Background: an optimization exercise with open tools, aiming at small area and a short achievable clock period. Do not read the settings as production practice.
Function not checked in this run: the RTL went through the layout flow alone.
Power figures rest on the tool's default switching activity, not on a simulated workload.

==> design/flow/design.v <==
module mio_aoi #(
  parameter int N = 3
) (
  input  logic [N-1:0] s,
  input  logic [N-1:0] d,
  output logic         y_n
);
  assign y_n = ~|(s & d);
endmodule
module mio_and #(
  parameter int N = 43
) (
  input  logic [N-1:0] a_n,
  output logic         y_n
);
  assign y_n = &a_n;
endmodule
module mio_hold (
  input  logic q,
  input  logic we,
  input  logic we_n,
  input  logic d,
  output logic y
);
  assign y = (q | we) & (we_n | d);
endmodule
module mio_fin (
  input  logic rd_n,
  input  logic ram_rd_n,
  input  logic oth_n,
  output logic y
);
  assign y = ~((ram_rd_n | rd_n) & oth_n);
endmodule
module mio_predec #(
  parameter int N = 3
) (
  input  logic [N-1:0]    a,
  output logic [2**N-1:0] y_n
);
  always_comb
    for (int k = 0; k < 2**N; k++) y_n[k] = a != N'(k);
endmodule
module mem_io_responder #(
  parameter int MEM_AW   = 7,
  parameter int N_LED    = 10,
  parameter int N_SW     = 10,
  parameter int PRESCALE = 100,
  parameter int PS_W     = 7
) (
  input  logic              Clock,
  input  logic              Resetn,
  input  logic [15:0]       ADDR,
  input  logic [15:0]       DOUT,
  input  logic              W,
  output logic [15:0]       DIN,
  input  logic [N_SW-1:0]   SW,
  output logic [N_LED-1:0]  LEDR,
  output logic              Tick_flag
);
  localparam int NW = 2**MEM_AW;
  localparam int NG = NW / 8;
  logic [NW-1:0][15:0] mem;
  logic [15:0] din_q, din_d, cnt_q, cnt_d, rld_q, rld_d, rd_n, oth;
  logic [N_LED-1:0] led_q, led_d;
  logic [N_SW-1:0] sw1_q, sw2_q;
  logic [PS_W-1:0] ps_q, ps_d;
  logic en_q, en_d, ar_q, ar_d, flag_q, flag_d;
  logic sel_ram, sel_led, sel_sw, sel_tmr, wr_cnt, wr_ctl, run, tick, cnt_one;
  logic [NW-1:0] rsel, wsel, wsel_n;
  logic [NW-1:0][15:0] mem_d;
  localparam int NT = (NW + 2) / 3;
  logic [15:0][NT-1:0] trm_n;
  assign sel_ram = ADDR[15:12] == 4'h0;
  assign sel_led = ADDR[15:12] == 4'h1;
  assign sel_sw  = ADDR[15:12] == 4'h2;
  assign sel_tmr = ADDR[15:12] == 4'h3;
  assign wr_cnt  = W && sel_tmr && !ADDR[0];
  assign wr_ctl  = W && sel_tmr && ADDR[0];
  assign cnt_one = cnt_q == 16'd1;
  assign run     = en_q && cnt_q != '0;
  assign tick    = run && ps_q == PS_W'(PRESCALE - 1);
  logic ram_rd, ram_wr;
  assign ram_rd = sel_ram && !W;
  assign ram_wr = sel_ram && W;
  logic [7:0] pl_n, pw_n;
  logic [NG-1:0] ph_n;
  mio_predec #(.N(3)) u_pl (.a(ADDR[2:0]), .y_n(pl_n));
  mio_predec #(.N(MEM_AW-3)) u_ph (.a(ADDR[MEM_AW-1:3]), .y_n(ph_n));
  assign pw_n = pl_n | {8{!ram_wr}};
  always_comb
    for (int i = 0; i < NW; i++) begin
      rsel[i]   = !(pl_n[i%8] || ph_n[i/8]);
      wsel[i]   = !(pw_n[i%8] || ph_n[i/8]);
      wsel_n[i] = pw_n[i%8] || ph_n[i/8];
    end
  for (genvar b = 0; b < 16; b++) begin : g_bit
    for (genvar t = 0; t < NT; t++) begin : g_trm
      localparam int N = (NW - 3*t) < 3 ? (NW - 3*t) : 3;
      logic [N-1:0] d;
      for (genvar j = 0; j < N; j++) begin : g_w
        assign d[j] = mem[t*3 + j][b];
      end
      mio_aoi #(.N(N)) u_ao (.s(rsel[t*3 +: N]), .d(d), .y_n(trm_n[b][t]));
    end
    mio_and #(.N(NT)) u_and (.a_n(trm_n[b]), .y_n(rd_n[b]));
  end
  always_comb begin
    led_d  = W && sel_led ? DOUT[N_LED-1:0] : led_q;
    ps_d   = (wr_cnt || tick || !run) ? '0 : ps_q + PS_W'(1);
    cnt_d  = wr_cnt ? DOUT : !tick ? cnt_q : cnt_one ? (ar_q ? rld_q : '0) : cnt_q - 16'd1;
    rld_d  = wr_cnt ? DOUT : rld_q;
    en_d   = wr_ctl ? DOUT[0] : en_q;
    ar_d   = wr_ctl ? DOUT[1] : ar_q;
    flag_d = (tick && cnt_one) || (flag_q && !(wr_ctl && DOUT[2]));
    oth    = ({16{ram_wr}} & DOUT) |
             ({16{sel_led}} & 16'(led_d)) |
             ({16{sel_sw}}  & 16'(sw2_q)) |
             ({16{sel_tmr && ADDR[0]}} & {13'b0, flag_d, ar_d, en_d}) |
             ({16{sel_tmr && !ADDR[0]}} & cnt_d);
  end
  for (genvar b = 0; b < 16; b++) begin : g_fin
    mio_fin u_fin (.rd_n(rd_n[b]), .ram_rd_n(!ram_rd), .oth_n(!oth[b]), .y(din_d[b]));
  end
  always_ff @(posedge Clock or negedge Resetn)
    if (!Resetn) begin
      din_q  <= '0;
      led_q  <= '0;
      sw1_q  <= '0;
      sw2_q  <= '0;
      cnt_q  <= '0;
      rld_q  <= '0;
      ps_q   <= '0;
      en_q   <= 1'b0;
      ar_q   <= 1'b0;
      flag_q <= 1'b0;
    end else begin
      din_q  <= din_d;
      led_q  <= led_d;
      sw1_q  <= SW;
      sw2_q  <= sw1_q;
      cnt_q  <= cnt_d;
      rld_q  <= rld_d;
      ps_q   <= ps_d;
      en_q   <= en_d;
      ar_q   <= ar_d;
      flag_q <= flag_d;
    end
  for (genvar i = 0; i < NW; i++) begin : g_word
    for (genvar b = 0; b < 16; b++) begin : g_b
      mio_hold u_hold (.q(mem[i][b]), .we(wsel[i]), .we_n(wsel_n[i]), .d(DOUT[b]), .y(mem_d[i][b]));
    end
  end
  always_ff @(posedge Clock)
    mem <= mem_d;
  assign DIN       = din_q;
  assign LEDR      = led_q;
  assign Tick_flag = flag_q;
endmodule
==> design/flow/flow/run.sh <==
#!/bin/bash
set -euo pipefail
MARGIN=$(cat flow/margin.txt)
bash standard.sh SETUP_SLACK_MARGIN=$MARGIN finish > flow_make.log 2>&1 || { tail -50 flow_make.log; exit 1; }
tail -5 flow_make.log
==> design/flow/flow/margin.txt <==
6.5
==> design/flow/standard.sh <==
#!/bin/bash
# synth_recipe.tcl (not shown) runs the flow's synth.tcl, then flattens the netlist and writes it again
# the make line also repeats each setting of config.mk as NAME=value (left out here)
make -C /OpenROAD-flow-scripts/flow DESIGN_CONFIG=/design/flow/config.mk WORK_HOME=/design/flow/orfs CLKGATE_MAP_FILE= SYNTH_SCRIPT=/design/flow/synth_recipe.tcl "${@:-finish}"
==> design/flow/config.mk <==
export PLATFORM = sky130hd
export DESIGN_NAME = mem_io_responder
export DESIGN_NICKNAME = mem_io_responder
export VERILOG_FILES = /design/flow/design.v
export SDC_FILE = /design/flow/constraint.sdc
export NUM_CORES = 4
export LEC_CHECK = 0
export CAP_MARGIN = 20
export CORE_MARGIN = 2
export CORE_UTILIZATION = 50
export CTS_BUF_LIST = sky130_fd_sc_hd__clkbuf_16
export CTS_CLUSTER_DIAMETER = 100
export CTS_CLUSTER_SIZE = 25
export SLEW_MARGIN = 20
export SYNTH_HIERARCHICAL = 1
==> design/flow/constraint.sdc <==
create_clock -name core_clock -period 10.0 [get_ports {Clock}]
set_input_delay 2.0000 -clock core_clock [delete_from_list [all_inputs] [get_ports {Clock}]]
set_output_delay 2.0000 -clock core_clock [all_outputs]
set_load 0.01 [all_outputs]
==> flow_metrics.tcl <==
set metrics [dict create \
    seq_power_share 0.630 \
    internal_power_uw 10700 \
    layout_commonest_cell "o22a_1" \
    die_y_um 388 \
    timing.hold.ws_ns 0.355 \
    avgSynthCellArea_sq_um 12.5 \
    clk_latency_ns 0.76 \
    wl_per_cell_um 32.1 \
    pwr-share-clk 0.316 \
    ys_types 79 \
    row_count 141 \
    path_cells "buf_12 > buf_12 > nand4bb_4 > nor2_2 > a222oi_1 > nand4_1 > nor4_4 > and3_4 > o21ai_2" \
    grt_max_degree 94 \
    gp_congestion 0.878 \
    syn-num-nets 5953 \
    drcViolationCount 0 \
    die_w_um 388 \
    final_layout_size_suffix_gt1_frac 0.214 \
    cp_max_fo 8 \
    async_reset_ff_frac 0.0412 \
    cts_tree "yes" \
    synthFlopType "dfxtp_1" \
    n_antenna_cell 0 \
    worst_pin_slew_ns 1.11 \
    synth_edf_count 0 \
    area_delta_synth_final_pct 23.2 \
    drv_slew 0 \
    relSlewSlack 0.258 \
    worstHoldPathType "flip-flop to flip-flop" \
    dr.pass1.iters 10 \
    grt_pass1_vias 58200 \
    p_leak_uw 0.0325 \
    timing.setup.critical_path_class "input pin to flip-flop" \
    drt_iter0_drc 9143 \
    h-tree-depth 3 \
    min_period_over_period 0.442 \
    synth_xor_area_frac 0.000593 \
    setup_viol 0 \
    synth_top_family_by_area "compound AO/OA/AOI/OAI gates" \
    nFillCells 11900 \
    clock_sinks 2136 \
    core_sq_um 147000 \
    pwr-share-comb 0.054 \
    fmax_mhz 226 \
    rsz0062_at_grt "true" \
    status "no timing/DRC/antenna violations" \
    yosysSeqAreaShare 0.585 \
    final_hold_viol_count 0 \
    antenna_found_initial 5 \
    wirelength_um 281000 \
    cts_root_buf "clkbuf_16" \
    syn_area_sq_um 73900 \
    powerDensity_nw_per_um2 153 \
    r2r_cells 8 \
    critPathMaxStageDelay_ns 0.93 \
    synth_adder_area_share 0.000508 \
    switchingPower_uw 3250 \
    swShare 0.233 \
    synth_compound_gate_area_share 0.347 \
    crit_required_ns 10.61 \
    cap_violations 0 \
    ant_nets 0 \
    yosys-mux-area-fraction 0.00330 \
    final.setup_skew_ns 0.0278 \
    finalNetCount 6861 \
    synth_seq_cells 2136 \
    grt_usage 0.351 \
    yosysWarnings 9 \
    cp-end-kind "flip-flop" \
    cts.path.max_buffers 3 \
    via_per_inst 7.23 \
    ioPinCount 72 \
    cts_buffers 95 \
    rrSetupSlack_ns 6.67 \
    clk_pin_slew_ns 0.11 \
    path_common_cell "buf_12" \
    syn_inst 5905 \
    critical_path_arrival_ns 5.02 \
    vias 63300 \
    fin_crit_ns 4.42 \
    overflow 0 \
    fin_tns_setup_ns 0 \
    start_util 0.502 \
    grt_pass1_wl_um 398000 \
    synthSimpleGateAreaFrac 0.0527 \
    port_buffers 66 \
    whs_path_depth 0 \
    dp_hpwl_um 157000 \
    startpoint_type "input pin" \
    irDropWorstVdd_v 0.000146 \
    final_cell_mix "o22a_1, dfxtp_1, a222oi_1" \
    die-area_sq_um 151000 \
    cp_slowest_cell "a222oi_1" \
]
[final cells by class]
class / instances / area (sq um) / area share
inverters: 137 / 1060 / 0.0117
clock buffers: 95 / 2380 / 0.0261
clock inverters: 9 / 48.8 / 0.000536
well taps: 1930 / 2410 / 0.0265
multi-input cells: 3611 / 32000 / 0.352
repair inverters: 13 / 104 / 0.00114
repair buffers: 819 / 9770 / 0.107
flip-flops and latches: 2136 / 43200 / 0.475
[stage by stage]
step           instance area (sq um)  cells  total power, uW  worst slack (ns)  utilization
3_5_place_dp                   78700   7891             9630              2.64        0.534
4_1_cts                        88900   8558            14000              5.82        0.603
5_1_grt                        91000   8750            14300              5.75        0.618
3_3_place_gp                   78700   7891             9610              2.67        0.534
2_1_floorplan                  75900   5905             9270              6.09            -
6_report                       91000   8750            13900              5.58        0.618
[Yosys stat by module, one instance, submodules excluded, a selection]
module | area, sq um | flip-flops and latches | cells
mem_io_responder | 47200 | 2136 | 2885
mio_fin | 5.00 | 0 | 1
mio_hold | 8.76 | 0 | 1
[sequential cells by signal, indices dropped and copies added (netlist names), 7 cells and up]
| register | count |
|---|---|
| rld_q | 16 |
| sw2_q | 10 |
| sw1_q | 10 |
| mem | 2048 |
| din_q | 16 |
| ps_q | 7 |
| cnt_q | 16 |
| led_q | 10 |
[logic make-up (layout without fill, tap and decap cells)]
family,count (synthesis),after routing
xor gates and xnor gates,5,5
DFF,2136,2136
and+or+nand+nor,690,739
adders and majority gates,3,3
muxes,22,22
AOI/OAI and AO/OA,2842,2842
buffers and inverters,207,1073
[synthesized netlist by cell type, drive strengths merged, types with 6 or more instances]
library cell  count  area share
or3              12      0.0010
and2              6     0.00051
nor3             24      0.0016
nand4bb           6     0.00091
mux2             19      0.0029
nand3            27      0.0018
nor4             40      0.0041
nor2            153      0.0079
o22a           2049        0.24
dfxtp          2048        0.55
or2             131       0.011
o21ai            26      0.0018
buf              11      0.0012
a222oi          673       0.091
nand4           167       0.014
and3             17      0.0014
or4               8     0.00098
a22o              7     0.00083
a221oi            7     0.00083
a21oi            10     0.00068
a22oi            28      0.0039
nand2            66      0.0034
dfrtp            88       0.030
inv             137      0.0070
clkbuf           59      0.0032
[path summary, 6_finish.rpt]
| kind | startpoint | endpoint |
|---|---|---|
| max in group asynchronous | Resetn | cnt_q[10]$_DFF_PN0_ |
| hold reg to reg | sw1_q[1]$_DFF_PN0_ | sw2_q[1]$_DFF_PN0_ |
| min in group asynchronous | Resetn | sw1_q[2]$_DFF_PN0_ |
| setup / recovery | ADDR[5] | din_q[0]$_DFF_PN0_ |
| hold / removal | sw1_q[1]$_DFF_PN0_ | sw2_q[1]$_DFF_PN0_ |
| setup reg to reg | cnt_q[1]$_DFF_PN0_ | din_q[9]$_DFF_PN0_ |
[what timing repair did]
| action | in CTS | in global routing |
|---|---|---|
| setup buffers | 507 | 172 |
| pin swaps | 230 | 248 |
| endpoints found under the hold margin | 0 | 0 |
| hold buffers | 0 | 0 |
| gates cloned | 56 | 20 |
| resized for setup | 348 | 111 |
| endpoints found under the setup margin | 2103 | 1769 |
[power by group through the flow]
stage	logic (uW)	clock network (uW)	registers (uW)
2_1_floorplan	319	0	8950
3_3_place_gp	636	0	8980
3_5_place_dp	646	0	8980
4_1_cts	719	4460	8780
5_1_grt	784	4730	8810
6_report	757	4400	8790
[worst max-delay path: cells and delay by family]
| kind | cells | cell delay, ns |
|---|---|---|
| AOI/OAI and AO/OA | 2 | 0.99 |
| and+or+nand+nor | 5 | 1.72 |
| buffers and inverters | 2 | 0.26 |
[metal layers]
| metal | vias up | part of all wire | track usage | wire length, um |
|---|---|---|---|---|
| met2 | 3019 | 0.45 | 0.552 | 127000 |
| met1 | 32500 | 0.42 | 0.492 | 119000 |
| met3 | 421 | 0.087 | 0.0567 | 24500 |
| met5 | - | 0 | 0 | 0 |
| met4 | 0 | 0.037 | 0.113 | 10400 |
| li1 | 27300 | - | - | - |

==> separate check: timing with driven ports <==
No port has a modelled driver above. Below, the same layout with a new extraction and two added sets of constraints. Step 1: set_driving_cell puts a clkbuf_16 on Clock and a buf_2 on each other input, an assumption about the parent block. Step 2, shift: input delay + t, output delay - t, t = (earliest + latest rising clock arrival at the registers) / 2. This alone moves slack from input paths to output paths. a / b / c = ideal / step 1 / step 2; a / b = the first two.
t (ns): 0.825
setup WS [ns]: 5.583 / 5.509 / 4.684
latest minus earliest clock arrival (ns): 0.034 / 0.034
worst register clock-pin slew, ns: 0.11 / 0.11
cell pins on the clock port's net: 1
After both steps this run still meets setup and hold. The setup slack of this run moves by -0.074 ns with the drivers and by -0.899 ns with both steps.
